From an optimization exercise on the open Yosys and OpenROAD flow, aimed at small area; shortcuts taken in it are not production practice.
Where RTL was checked, it was by simulation tests only, not by an equivalence proof against the original.
Power is estimated from default activity; no workload was simulated. The clock port is modelled as an ideal driver; clocking choices that lean on that would not hold on a real chip.

== main ==
==> module deq_ctrl, before the edit <==
module deq_ctrl #(
  parameter int AW = 4,
  parameter int CW = 5
) (
  input  logic          clk,
  input  logic          rst_n,
  input  logic [2:0]    kind,
  input  logic          accept,
  output logic          last,          
  output logic          ahead,         
  output logic [CW-1:0] count,
  output logic          do_pop,
  output logic          dropped,
  output logic          none_after,    
  output logic          w_hit,         
  output logic          p_hit,         
  output logic          f_hit,         
  output logic          b_hit          
);
  localparam logic [AW-1:0] M1 = {AW{1'b1}};
  localparam logic [AW-1:0] M2 = {AW{1'b1}} - 1'b1;
  localparam logic [AW-1:0] ONE = 1;
  logic [AW-1:0] off_r, off_load;
  logic [CW-1:0] cnt_r, cnt_step;
  logic          rev_r, rev_nxt;
  logic [AW-1:0] f;                    
  logic          is_push, is_pop, is_clr, is_rev, low_side, full, empty, do_push;
  logic          push_lo, push_hi, pop_lo, pop_hi;
  logic          o_m2, o_m1, o_0, o_p1, f_0, f_m1, f_m2, lo_hit, hi_hit;
  assign is_push  = (kind[2:1] == 2'b00);
  assign is_pop   = (kind[2:1] == 2'b01);
  assign is_clr   = (kind == 3'd4);
  assign is_rev   = (kind == 3'd5);
  assign low_side = ~(kind[0] ^ rev_r);
  assign full     = cnt_r[CW-1];
  assign empty    = (cnt_r == '0);
  assign do_push  = is_push & ~full;
  assign do_pop   = is_pop & ~empty;
  assign dropped  = is_push & full;
  assign push_lo  = do_push & low_side;
  assign push_hi  = do_push & ~low_side;
  assign pop_lo   = do_pop & low_side;
  assign pop_hi   = do_pop & ~low_side;
  assign f     = off_r - cnt_r[AW-1:0];
  assign o_m2  = (off_r == M2);
  assign o_m1  = (off_r == M1);
  assign o_0   = (off_r == '0);
  assign o_p1  = (off_r == ONE);
  assign f_m1  = (f == M1);
  assign f_m2  = (f == M2);
  assign f_0   = (f == '0);
  assign last  = o_m1;
  assign ahead = o_m2;
  assign w_hit  = push_lo ? o_m2 : (push_hi & f_m1);
  assign p_hit  = pop_lo ? o_0 : (pop_hi & f_m1);
  assign lo_hit = push_lo ? o_m1 : (pop_lo ? o_p1 : o_0);
  assign hi_hit = push_hi ? f_0 : (pop_hi ? f_m2 : f_m1);
  assign off_load = push_lo ? ONE : (pop_lo ? M1 : '0);
  assign cnt_step = do_push ? 1 : (do_pop ? '1 : '0);
  assign rev_nxt    = rev_r ^ is_rev;
  assign none_after = is_clr | (empty & ~do_push) | (pop_lo | pop_hi) & (cnt_r == 1);
  assign f_hit      = rev_nxt ? hi_hit : lo_hit;
  assign b_hit      = rev_nxt ? lo_hit : hi_hit;
  assign count      = cnt_r;
  always_ff @(posedge clk) begin
    if (!rst_n) begin
      off_r <= '0;
      cnt_r <= '0;
      rev_r <= 1'b0;
    end else begin
      off_r <= accept ? off_load : off_r + 1'b1;
      if (accept) begin
        cnt_r <= is_clr ? '0 : cnt_r + cnt_step;
        rev_r <= rev_nxt;
      end
    end
  end
endmodule
==> module double_ended_queue_unit, before the edit <==
module double_ended_queue_unit #(
  parameter int DEPTH = 16
) (
  input  logic         clk,
  input  logic         rst_n,
  input  logic         in_tvalid,
  output logic         in_tready,
  input  logic [39:0]  in_tdata,
  input  logic [2:0]   in_tuser,
  output logic         out_tvalid,
  input  logic         out_tready,
  output logic [103:0] out_tdata
);
  localparam int W  = deq_pkg::WORD_W;
  localparam int AW = $clog2(DEPTH);
  localparam int CW = $clog2(DEPTH + 1);
  logic          busy, force_r, ones_r, wr_r, keep_r, ldp, ldf, ldb;
  logic          out_valid_r;
  logic          pok_r, drop_r;
  logic [W-1:0]  pop_r, front_r, back_r;
  logic          last, ahead, begin_now, ones_ok, sweep_next, accept;
  logic [W-1:0]  tap;
  logic [CW-1:0] count;
  logic          do_pop, dropped, none_after, w_hit, p_hit, f_hit, b_hit;
  assign begin_now  = ~busy & ~force_r & ahead & in_tvalid & (~out_valid_r | out_tready);
  assign ones_ok    = begin_now & (~count[CW-1] | none_after);
  assign sweep_next = force_r | (busy & ~last);
  assign in_tready  = busy & last;
  assign accept     = in_tvalid & in_tready;
  deq_ctrl #(
    .AW(AW),
    .CW(CW)
  ) u_ctrl (
    .clk       (clk),
    .rst_n     (rst_n),
    .kind      (in_tuser),
    .accept    (accept),
    .last      (last),
    .ahead     (ahead),
    .count     (count),
    .do_pop    (do_pop),
    .dropped   (dropped),
    .none_after(none_after),
    .w_hit     (w_hit),
    .p_hit     (p_hit),
    .f_hit     (f_hit),
    .b_hit     (b_hit)
  );
  deq_store #(
    .DEPTH(DEPTH)
  ) u_store (
    .clk     (clk),
    .wr_now  (wr_r),
    .keep_now(keep_r),
    .ones_now(ones_r),
    .wr_data (in_tdata[W-1:0]),
    .tap     (tap)
  );
  always_ff @(posedge clk) begin
    if (!rst_n) begin
      busy        <= 1'b0;
      force_r     <= 1'b0;
      out_valid_r <= 1'b0;
    end else begin
      busy        <= sweep_next;
      force_r     <= begin_now;
      out_valid_r <= accept | (out_valid_r & ~out_tready);
    end
  end
  always_ff @(posedge clk) begin
    ones_r <= ones_ok;
    wr_r   <= sweep_next & w_hit;
    keep_r <= ~(sweep_next & w_hit);
  end
  assign ldp = force_r ? (ones_r & ~do_pop) : (busy & p_hit);
  assign ldf = force_r ? none_after : (busy & ~none_after & f_hit);
  assign ldb = force_r ? none_after : (busy & ~none_after & b_hit);
  always_ff @(posedge clk) begin
    if (accept) begin
      pok_r  <= do_pop;
      drop_r <= dropped;
    end
    if (ldp) begin
      pop_r <= tap;
    end
    if (ldf) begin
      front_r <= tap;
    end
    if (ldb) begin
      back_r <= tap;
    end
  end
  assign out_tvalid = out_valid_r;
  assign out_tdata  = {drop_r, (count == '0), count, back_r, front_r, pok_r, pop_r};
endmodule
clock: 5.0 ns
lec_check: 0
cap_margin: 20
core_margin: 2
core_utilization: 55
cts_buf_list: sky130_fd_sc_hd__clkbuf_16
cts_cluster_diameter: 90
cts_cluster_size: 36
place_density: 0.7
slew_margin: 20
standard.sh (not shown) runs the stock make flow with config.mk's settings and CLKGATE_MAP_FILE= SYNTH_SCRIPT=/design/flow/synth_recipe.tcl, a recipe that flattens the netlist after the stock synthesis.
==> flow/flow/run.sh <==
#!/bin/bash
# Standard layout, with the port buffers made of the smallest buffer cell
# and clock tree synthesis without dummy loads.
set -euo pipefail
export BUFFER_PORTS_ARGS="-buffer_cell sky130_fd_sc_hd__buf_1"
export CTS_ARGS="-sink_clustering_enable -repair_clock_nets -sink_clustering_size 36 -sink_clustering_max_diameter 90 -buf_list sky130_fd_sc_hd__clkbuf_16 -dont_use_dummy_load"
bash standard.sh > flow.log 2>&1
main did not stop at any stage, and its layout met the timing, DRC and antenna checks.
Inputs modified between main and the feature branch:
==> flow/design.v, changed modules only <==
module deq_ctrl #(
  parameter int AW = 4,
  parameter int CW = 5
) (
  input  logic          clk,
  input  logic          rst_n,
  input  logic [2:0]    kind,
  input  logic          accept,
  output logic          last,          
  output logic          ahead,         
  output logic [CW-1:0] count,
  output logic          do_pop,
  output logic          dropped,
  output logic          none_after,    
  output logic          w_hit,         
  output logic          p_hit,         
  output logic          f_hit,         
  output logic          b_hit          
);
  localparam logic [AW-1:0] M1 = {AW{1'b1}};
  localparam logic [AW-1:0] M2 = {AW{1'b1}} - 1'b1;
  localparam logic [AW-1:0] M3 = {AW{1'b1}} - 2'd2;
  localparam logic [AW-1:0] ONE = 1;
  logic [AW-1:0] off_r, off_load;
  logic [CW-1:0] cnt_r, cnt_step;
  logic          rev_r, rev_nxt;
  logic [AW-1:0] f;                    
  logic          is_push, is_pop, is_clr, is_rev, low_side, full, empty, do_push;
  logic          push_lo, push_hi, pop_lo, pop_hi;
  logic          o_m2, o_m1, o_0, f_m1, f_m2, f_m3, lo_hit, hi_hit;
  assign is_push  = (kind[2:1] == 2'b00);
  assign is_pop   = (kind[2:1] == 2'b01);
  assign is_clr   = (kind == 3'd4);
  assign is_rev   = (kind == 3'd5);
  assign low_side = ~(kind[0] ^ rev_r);
  assign full     = cnt_r[CW-1];
  assign empty    = (cnt_r == '0);
  assign do_push  = is_push & ~full;
  assign do_pop   = is_pop & ~empty;
  assign dropped  = is_push & full;
  assign push_lo  = do_push & low_side;
  assign push_hi  = do_push & ~low_side;
  assign pop_lo   = do_pop & low_side;
  assign pop_hi   = do_pop & ~low_side;
  assign f     = off_r - cnt_r[AW-1:0];
  assign o_m2  = (off_r == M2);
  assign o_m1  = (off_r == M1);
  assign o_0   = (off_r == '0);
  assign f_m1  = (f == M1);
  assign f_m2  = (f == M2);
  assign f_m3  = (f == M3);
  assign last  = o_m1;
  assign ahead = o_m2;
  assign w_hit  = push_lo ? o_m2 : (push_hi & f_m1);
  assign p_hit  = pop_lo ? o_m1 : (pop_hi & f_m2);
  assign lo_hit = push_lo ? o_m2 : (pop_lo ? o_0 : o_m1);
  assign hi_hit = push_hi ? f_m1 : (pop_hi ? f_m3 : f_m2);
  assign off_load = push_lo ? ONE : (pop_lo ? M1 : '0);
  assign cnt_step = do_push ? 1 : (do_pop ? '1 : '0);
  assign rev_nxt    = rev_r ^ is_rev;
  assign none_after = is_clr | (empty & ~do_push) | (pop_lo | pop_hi) & (cnt_r == 1);
  assign f_hit      = rev_nxt ? hi_hit : lo_hit;
  assign b_hit      = rev_nxt ? lo_hit : hi_hit;
  assign count      = cnt_r;
  always_ff @(posedge clk) begin
    if (!rst_n) begin
      off_r <= '0;
      cnt_r <= '0;
      rev_r <= 1'b0;
    end else begin
      off_r <= accept ? off_load : off_r + 1'b1;
      if (accept) begin
        cnt_r <= is_clr ? '0 : cnt_r + cnt_step;
        rev_r <= rev_nxt;
      end
    end
  end
endmodule
module double_ended_queue_unit #(
  parameter int DEPTH = 16
) (
  input  logic         clk,
  input  logic         rst_n,
  input  logic         in_tvalid,
  output logic         in_tready,
  input  logic [39:0]  in_tdata,
  input  logic [2:0]   in_tuser,
  output logic         out_tvalid,
  input  logic         out_tready,
  output logic [103:0] out_tdata
);
  localparam int W  = deq_pkg::WORD_W;
  localparam int AW = $clog2(DEPTH);
  localparam int CW = $clog2(DEPTH + 1);
  logic          busy, force_r, ones_r, wr_r, keep_r, ldp_r, ldf_r, ldb_r;
  logic          out_valid_r;
  logic          pok_r, drop_r;
  logic [W-1:0]  pop_r, front_r, back_r;
  logic          last, ahead, begin_now, ones_ok, sweep_next, accept;
  logic [W-1:0]  tap;
  logic [CW-1:0] count;
  logic          do_pop, dropped, none_after, w_hit, p_hit, f_hit, b_hit;
  assign begin_now  = ~busy & ~force_r & ahead & in_tvalid & (~out_valid_r | out_tready);
  assign ones_ok    = begin_now & (~count[CW-1] | none_after);
  assign sweep_next = force_r | (busy & ~last);
  assign in_tready  = busy & last;
  assign accept     = in_tvalid & in_tready;
  deq_ctrl #(
    .AW(AW),
    .CW(CW)
  ) u_ctrl (
    .clk       (clk),
    .rst_n     (rst_n),
    .kind      (in_tuser),
    .accept    (accept),
    .last      (last),
    .ahead     (ahead),
    .count     (count),
    .do_pop    (do_pop),
    .dropped   (dropped),
    .none_after(none_after),
    .w_hit     (w_hit),
    .p_hit     (p_hit),
    .f_hit     (f_hit),
    .b_hit     (b_hit)
  );
  deq_store #(
    .DEPTH(DEPTH)
  ) u_store (
    .clk     (clk),
    .wr_now  (wr_r),
    .keep_now(keep_r),
    .ones_now(ones_r),
    .wr_data (in_tdata[W-1:0]),
    .tap     (tap)
  );
  always_ff @(posedge clk) begin
    if (!rst_n) begin
      busy        <= 1'b0;
      force_r     <= 1'b0;
      out_valid_r <= 1'b0;
    end else begin
      busy        <= sweep_next;
      force_r     <= begin_now;
      out_valid_r <= accept | (out_valid_r & ~out_tready);
    end
  end
  always_ff @(posedge clk) begin
    ones_r <= ones_ok;
    wr_r   <= sweep_next & w_hit;
    keep_r <= ~(sweep_next & w_hit);
    ldp_r  <= begin_now ? (ones_ok & ~do_pop) : (sweep_next & p_hit);
    ldf_r  <= begin_now ? none_after : (sweep_next & ~none_after & f_hit);
    ldb_r  <= begin_now ? none_after : (sweep_next & ~none_after & b_hit);
  end
  always_ff @(posedge clk) begin
    if (accept) begin
      pok_r  <= do_pop;
      drop_r <= dropped;
    end
    if (ldp_r) begin
      pop_r <= tap;
    end
    if (ldf_r) begin
      front_r <= tap;
    end
    if (ldb_r) begin
      back_r <= tap;
    end
  end
  assign out_tvalid = out_valid_r;
  assign out_tdata  = {drop_r, (count == '0), count, back_r, front_r, pok_r, pop_r};
endmodule
Findings:
- Compared the feature branch against main; combinational power share within noise.
- The feature branch against main: mean cell area of the mapped netlist has decreased; synthesized area has increased; ratio of final minimum period to clock period has decreased.
- First-pass detailed-route iteration total of the feature branch is on par with main.
- main gets by with fewer registers than the feature branch.
- The feature branch: number of different library cells in the post-synthesis netlist 4 below main
- | area growth from synthesis to final layout | higher: main |
Only the layout flow was run in main; the RTL was not checked for function there.

## re-timing with driven ports
How much do the figures lean on ideal ports? The routed layouts below were timed once more, with nothing changed but the port constraints.
Step 1 (the two cells are an assumption about what drives the block):
set clk [get_ports {clk}]
set_driving_cell -lib_cell sky130_fd_sc_hd__clkbuf_16 $clk
set_driving_cell -lib_cell sky130_fd_sc_hd__buf_2 [delete_from_list [all_inputs] $clk]
Step 2 adds t to the input delays and takes it off the output delays; t is the mean of the earliest and latest rising clock arrival at the registers after step 1. Input paths then give back, and output paths get back, about the clock's delay inside the block.
Three values: no drivers, after step 1, after step 2; two values: the first two.
run | shift t [ns] | setup WS [ns] | hold slack, ns | worst setup path at the end | worst slew at a driven data input, ns
main | 0.573 | 1.348 / 1.348 / 1.348 | 0.297 / 0.297 / 0.297 | register to register | 0.05
the feature branch | 0.571 | 2.003 / 1.956 / 1.781 | 0.303 / 0.303 / 0.303 | input to register | 0.07
After both steps every run listed still meets setup and hold. The setup slack of the feature branch, which loses most, moves by -0.047 ns with the drivers and by -0.222 ns with both steps.
